This is an optimization exercise on Yosys and OpenROAD, whose aim is small area, not a production implementation.
In this exercise RTL edits were held to simulation tests only and were not proved equivalent to the original.
No activity file was given, so power comes from the tool's default toggle rates.

Setup of job 104:
==> flow/design.v <==
`timescale 1ns/1ps
`default_nettype none
module mem_cache_top (
    input  wire               ui_clk,
    input  wire               rst_n,
    input  wire               init_calib_complete,
    input  wire               cs,
    input  wire  [31:0]       host_addr,
    input  wire               host_lo,
    input  wire               host_hi,
    input  wire               host_we,
    input  wire  [15:0]       host_wdata,
    output logic [15:0]       rdata,
    output logic              busy,
    output logic              ready,
    output logic [27:0]       app_addr,
    output logic [2:0]        app_cmd,
    output logic              app_en,
    output logic [127:0]      app_wdf_data,
    output logic              app_wdf_wren,
    input  wire               app_rdy,
    input  wire               app_wdf_rdy,
    input  wire  [127:0]      app_rd_data,
    input  wire               app_rd_data_valid
);
    localparam logic [3:0] ST_START = 4'd0,    
                           ST_IDLE  = 4'd1,    
                           ST_CHK   = 4'd2,    
                           ST_VICT  = 4'd3,    
                           ST_VICTD = 4'd4,    
                           ST_WB    = 4'd5,    
                           ST_RDCMD = 4'd6,    
                           ST_RDWT  = 4'd7,    
                           ST_UNPKD = 4'd8,    
                           ST_UNPKT = 4'd9,    
                           ST_FIN   = 4'd10,   
                           ST_RDY   = 4'd11;   
    logic [3:0]   state;
    logic [5:0]   u;             
    logic [1:0]   ptr;           
    logic [1:0]   pc;            
    logic [1:0]   dc;            
    logic [1:0]   fslot;         
    logic         lane;          
    logic         found;
    logic         cmd_pend;
    logic         dat_pend;
    logic [28:0]  r_addr;
    logic         r_lo, r_hi, r_we;
    logic [15:0]  r_dat;         
    logic [7:0]   b [64];
    logic [24:0]  g0, g1, g2, g3;
    logic [3:0]   v;             
    logic [3:0]   d;             
    logic [127:0] win;           
    logic [127:0] win_nx;        
    logic [28:0]  la;
    logic [24:0]  line;
    logic [3:0]   off;
    logic         want;
    logic         match;
    logic         at_byte;       
    logic         tv;            
    logic         dv;            
    logic         tunpark;       
    logic         dunpark;       
    logic         tpark;         
    logic         dpark;         
    logic         ld_rd;         
    logic         ld_tag;        
    logic         set_dirty;
    logic         wr_now;
    logic         take;
    logic [7:0]   wbyte;
    assign la      = r_addr + {28'd0, lane};
    assign line    = la[28:4];
    assign off     = la[3:0];
    assign want    = lane ? r_hi : r_lo;
    assign match   = v[0] && (g0 == line);
    assign at_byte = found && (u[5:4] == fslot) && (u[3:0] == off);
    assign tv      = (u[1:0] == ptr);
    assign dv      = (u == {ptr, 4'd0});
    assign tunpark = (state == ST_UNPKT) && tv && (pc == 2'd0);
    assign dunpark = (state == ST_UNPKD) && dv && (dc == 2'd0);
    assign tpark   = ((state == ST_VICT) && tv) || (state == ST_VICTD) || (state == ST_WB)
                  || (state == ST_RDCMD) || (state == ST_RDWT) || (state == ST_UNPKD)
                  || ((state == ST_UNPKT) && !tunpark);
    assign dpark   = ((state == ST_VICTD) && dv) || (state == ST_WB) || (state == ST_RDCMD)
                  || (state == ST_RDWT) || ((state == ST_UNPKD) && !dunpark);
    assign ld_rd   = (state == ST_RDWT) && app_rd_data_valid;
    assign ld_tag  = ((state == ST_VICTD) && dv && !(v[0] && d[0]))
                  || ((state == ST_WB) && (!cmd_pend || app_rdy));
    assign take    = (state == ST_IDLE) && cs;
    assign set_dirty = (state == ST_FIN) && want && !found && match && r_we;
    assign wr_now  = (state == ST_FIN) && want && at_byte && r_we;
    assign wbyte   = lane ? r_dat[15:8] : r_dat[7:0];
    assign rdata        = r_dat;
    assign busy         = (state != ST_IDLE);
    assign ready        = (state == ST_RDY);
    assign app_en       = ((state == ST_WB) && cmd_pend) || (state == ST_RDCMD);
    assign app_cmd      = {2'b00, state == ST_RDCMD};
    assign app_addr     = {g0, 3'b000};
    assign app_wdf_wren = (state == ST_WB) && dat_pend;
    assign app_wdf_data = win;
    always_comb begin
        for (int i = 0; i < 16; i++) begin
            win[8*i +: 8] = b[15-i];
            win_nx[8*i +: 8] = (i == 15) ? b[63] : b[14-i];
        end
    end
    logic [127:0] win_d;
    assign win_d = ({128{ld_rd}} & app_rd_data) | ({128{dpark && !ld_rd}} & win)
                 | ({128{!dpark}} & win_nx);
    always_ff @(posedge ui_clk) begin
        for (int i = 0; i < 16; i++) b[15-i] <= win_d[8*i +: 8];
        b[16] <= dpark ? b[63] : (wr_now ? wbyte : b[15]);
        for (int j = 17; j < 64; j++) b[j] <= b[j-1];
    end
    always_ff @(posedge ui_clk) begin
        g0 <= ({25{ld_tag}} & line) | ({25{tpark && !ld_tag}} & g0) | ({25{!tpark}} & g3);
        if (tpark) begin
            if (ld_rd) d[0] <= 1'b0;
            g1   <= g3;
            d[1] <= d[3];
        end else begin
            d[0] <= d[3];
            g1   <= g0;
            d[1] <= d[0] | set_dirty;
        end
        g2 <= g1;
        g3 <= g2;
        d[2] <= d[1];
        d[3] <= d[2];
        if (!rst_n) v <= 4'd0;
        else if (tpark) v <= {v[2], v[1], v[3], v[0] | ld_rd};
        else            v <= {v[2:0], v[3]};
    end
    always_ff @(posedge ui_clk) begin
        if (!rst_n) begin
            state <= ST_START;
            u     <= 6'd0;
            ptr   <= 2'd0;
        end else begin
            u <= u + 6'd1;
            case (state)
                ST_START: if (init_calib_complete) state <= ST_IDLE;
                ST_IDLE: if (cs) begin
                    state <= ST_CHK;
                    lane  <= 1'b0;
                    pc    <= 2'd0;
                    found <= 1'b0;
                end
                ST_CHK: begin
                    pc    <= pc + 2'd1;
                    found <= found | match;
                    if (!want || pc == 2'd3) begin
                        pc    <= 2'd0;
                        found <= 1'b0;
                        if (want && !found && !match) state <= ST_VICT;
                        else if (lane) begin
                            lane  <= 1'b0;
                            state <= ST_FIN;
                        end else lane <= 1'b1;
                    end
                end
                ST_VICT: if (tv) state <= ST_VICTD;
                ST_VICTD: if (dv) begin
                    dc       <= 2'd1;        
                    cmd_pend <= 1'b1;
                    dat_pend <= 1'b1;
                    state    <= (v[0] && d[0]) ? ST_WB : ST_RDCMD;
                end
                ST_WB: begin
                    if (app_rdy) cmd_pend <= 1'b0;
                    if (app_wdf_rdy) dat_pend <= 1'b0;
                    if ((!cmd_pend || app_rdy) && (!dat_pend || app_wdf_rdy)) state <= ST_RDCMD;
                end
                ST_RDCMD: if (app_rdy) state <= ST_RDWT;
                ST_RDWT: if (app_rd_data_valid) state <= ST_UNPKD;
                ST_UNPKD: if (dunpark) state <= ST_UNPKT;
                ST_UNPKT: if (tunpark) begin
                    ptr   <= ptr + 2'd1;
                    lane  <= 1'b0;
                    found <= 1'b0;
                    state <= ST_CHK;
                end
                ST_FIN: begin
                    if (want && !found && match) begin
                        found <= 1'b1;
                        fslot <= u[1:0];
                    end
                    if (!want || at_byte) begin
                        found <= 1'b0;
                        lane  <= 1'b1;
                        if (lane) state <= ST_RDY;
                    end
                end
                ST_RDY: state <= ST_IDLE;
                default: state <= ST_START;
            endcase
            if (state == ST_VICT && tv) pc <= 2'd1;    
            else if (tpark) pc <= (pc == 2'd2) ? 2'd0 : pc + 2'd1;
            if (dpark && state != ST_VICTD) dc <= (dc == 2'd2) ? 2'd0 : dc + 2'd1;
        end
    end
    always_ff @(posedge ui_clk) begin
        if (take) begin
            r_addr <= host_addr[28:0];
            r_lo   <= host_lo;
            r_hi   <= host_hi;
            r_we   <= host_we;
            r_dat  <= host_wdata;
        end
        if ((state == ST_FIN) && (!want || at_byte)) begin
            if (lane) r_dat[15:8] <= want ? b[15] : 8'h00;
            else      r_dat[7:0]  <= want ? b[15] : 8'h00;
        end
    end
endmodule
`default_nettype wire
export LEC_CHECK = 0
export CAP_MARGIN = 20
export CORE_MARGIN = 2
export CORE_UTILIZATION = 65
export SLEW_MARGIN = 20
create_clock -name core_clock -period 6.0 [get_ports {ui_clk}]
standard.sh (not shown) runs the stock make flow with config.mk's settings and CLKGATE_MAP_FILE= SYNTH_SCRIPT=/design/flow/synth_recipe.tcl, a recipe that flattens the netlist after the stock synthesis.
==> flow/flow/run.sh <==
#!/bin/bash
# Standard ORFS layout with three changes: the port buffers use the smallest
# buffer cell, CTS builds its tree from clkbuf_4 with larger sink clusters and
# without dummy loads, and global routing's repair downsizes cells on paths
# with slack to spare.  Each tool's output goes to its own log.
set -euo pipefail
cd "$(dirname "$0")/.."
export BUFFER_PORTS_ARGS="-buffer_cell sky130_fd_sc_hd__buf_1"
export CTS_ARGS="-sink_clustering_enable -repair_clock_nets -dont_use_dummy_load -buf_list sky130_fd_sc_hd__clkbuf_4 -sink_clustering_size 10 -sink_clustering_max_diameter 40"
export RECOVER_POWER=100
bash standard.sh > standard_flow.log 2>&1
Job 104: flow complete, layout not clean; failing: capacitance limit, slew limit
Input-level comparison between job 105 and job 104:
-- flow/design.v --
<<< job 104, line 94
    assign set_dirty = (state == ST_FIN) && want && !found && match && r_we;
    assign wr_now  = (state == ST_FIN) && want && at_byte && r_we;
    assign wbyte   = lane ? r_dat[15:8] : r_dat[7:0];
    assign rdata        = r_dat;
    assign busy         = (state != ST_IDLE);
>>> job 105, line 94
    assign set_dirty = (state == ST_FIN) && want && !found && match && r_we;
    assign wr_now  = (state == ST_FIN) && want && at_byte && r_we;
    assign wbyte   = r_dat[7:0];
    assign rdata        = r_dat;
    assign busy         = (state != ST_IDLE);
<<< job 104, line 212
            r_dat  <= host_wdata;
        end
        if ((state == ST_FIN) && (!want || at_byte)) begin
            if (lane) r_dat[15:8] <= want ? b[15] : 8'h00;
            else      r_dat[7:0]  <= want ? b[15] : 8'h00;
        end
    end
endmodule
>>> job 105, line 212
            r_dat  <= host_wdata;
        end
        if ((state == ST_FIN) && (!want || at_byte))
            r_dat <= {want ? b[15] : 8'h00, r_dat[15:8]};
    end
endmodule
Delta (job 105 minus job 104): design area was more or less identical, fraction of the mapped netlist area in simple logic gates down 2.0 points.
In the metrics for job 105 and job 104, the one carrying the higher critical path depth is job 104.
Area after synthesis: job 104 vs job 105 — no meaningful difference
On power density normalized to cell area, the higher figure sits with job 105, not job 104.
Delta (job 105 minus job 104): multi-input logic portion of the cell area shows a reduction of 0.66 points, non-clock buffer count shows a reduction of about 1.1%.
The final report for job 105 shows a completed flow and a layout that fails verification, specifically capacitance limit, slew limit.
Post-route worst setup slack: job 105 better than job 104
~same core utilization in job 105 and job 104

[port drivers added, routing unchanged]
Ports are ideal in the flow. The routed layouts listed here were re-timed in OpenROAD. Step 1 assumes that a clkbuf_16 drives the clock port and a buf_2 every other input. Step 2 adds t to the input delays and takes it off the output delays; t is the mean of the earliest and latest rising clock arrival at the registers after step 1. Input paths then give back, and output paths get back, about the clock's delay inside the block. Three values: ideal ports, drivers, drivers and shift; two values: the first two.
| run | t (ns) | slack for setup (ns) | hold slack, ns | worst register clock-pin slew, ns |
|---|---|---|---|---|
| job 104 | 0.758 | 0.871 / 0.871 / 0.871 | 0.280 / 0.280 / 0.280 | 0.11 / 0.11 |
| job 105 | 0.776 | 1.181 / 1.181 / 1.070 | 0.303 / 0.303 / 0.303 | 0.11 / 0.11 |
The setup slack of job 105, which loses most, moves by 0.000 ns with the drivers and by -0.111 ns with both steps.
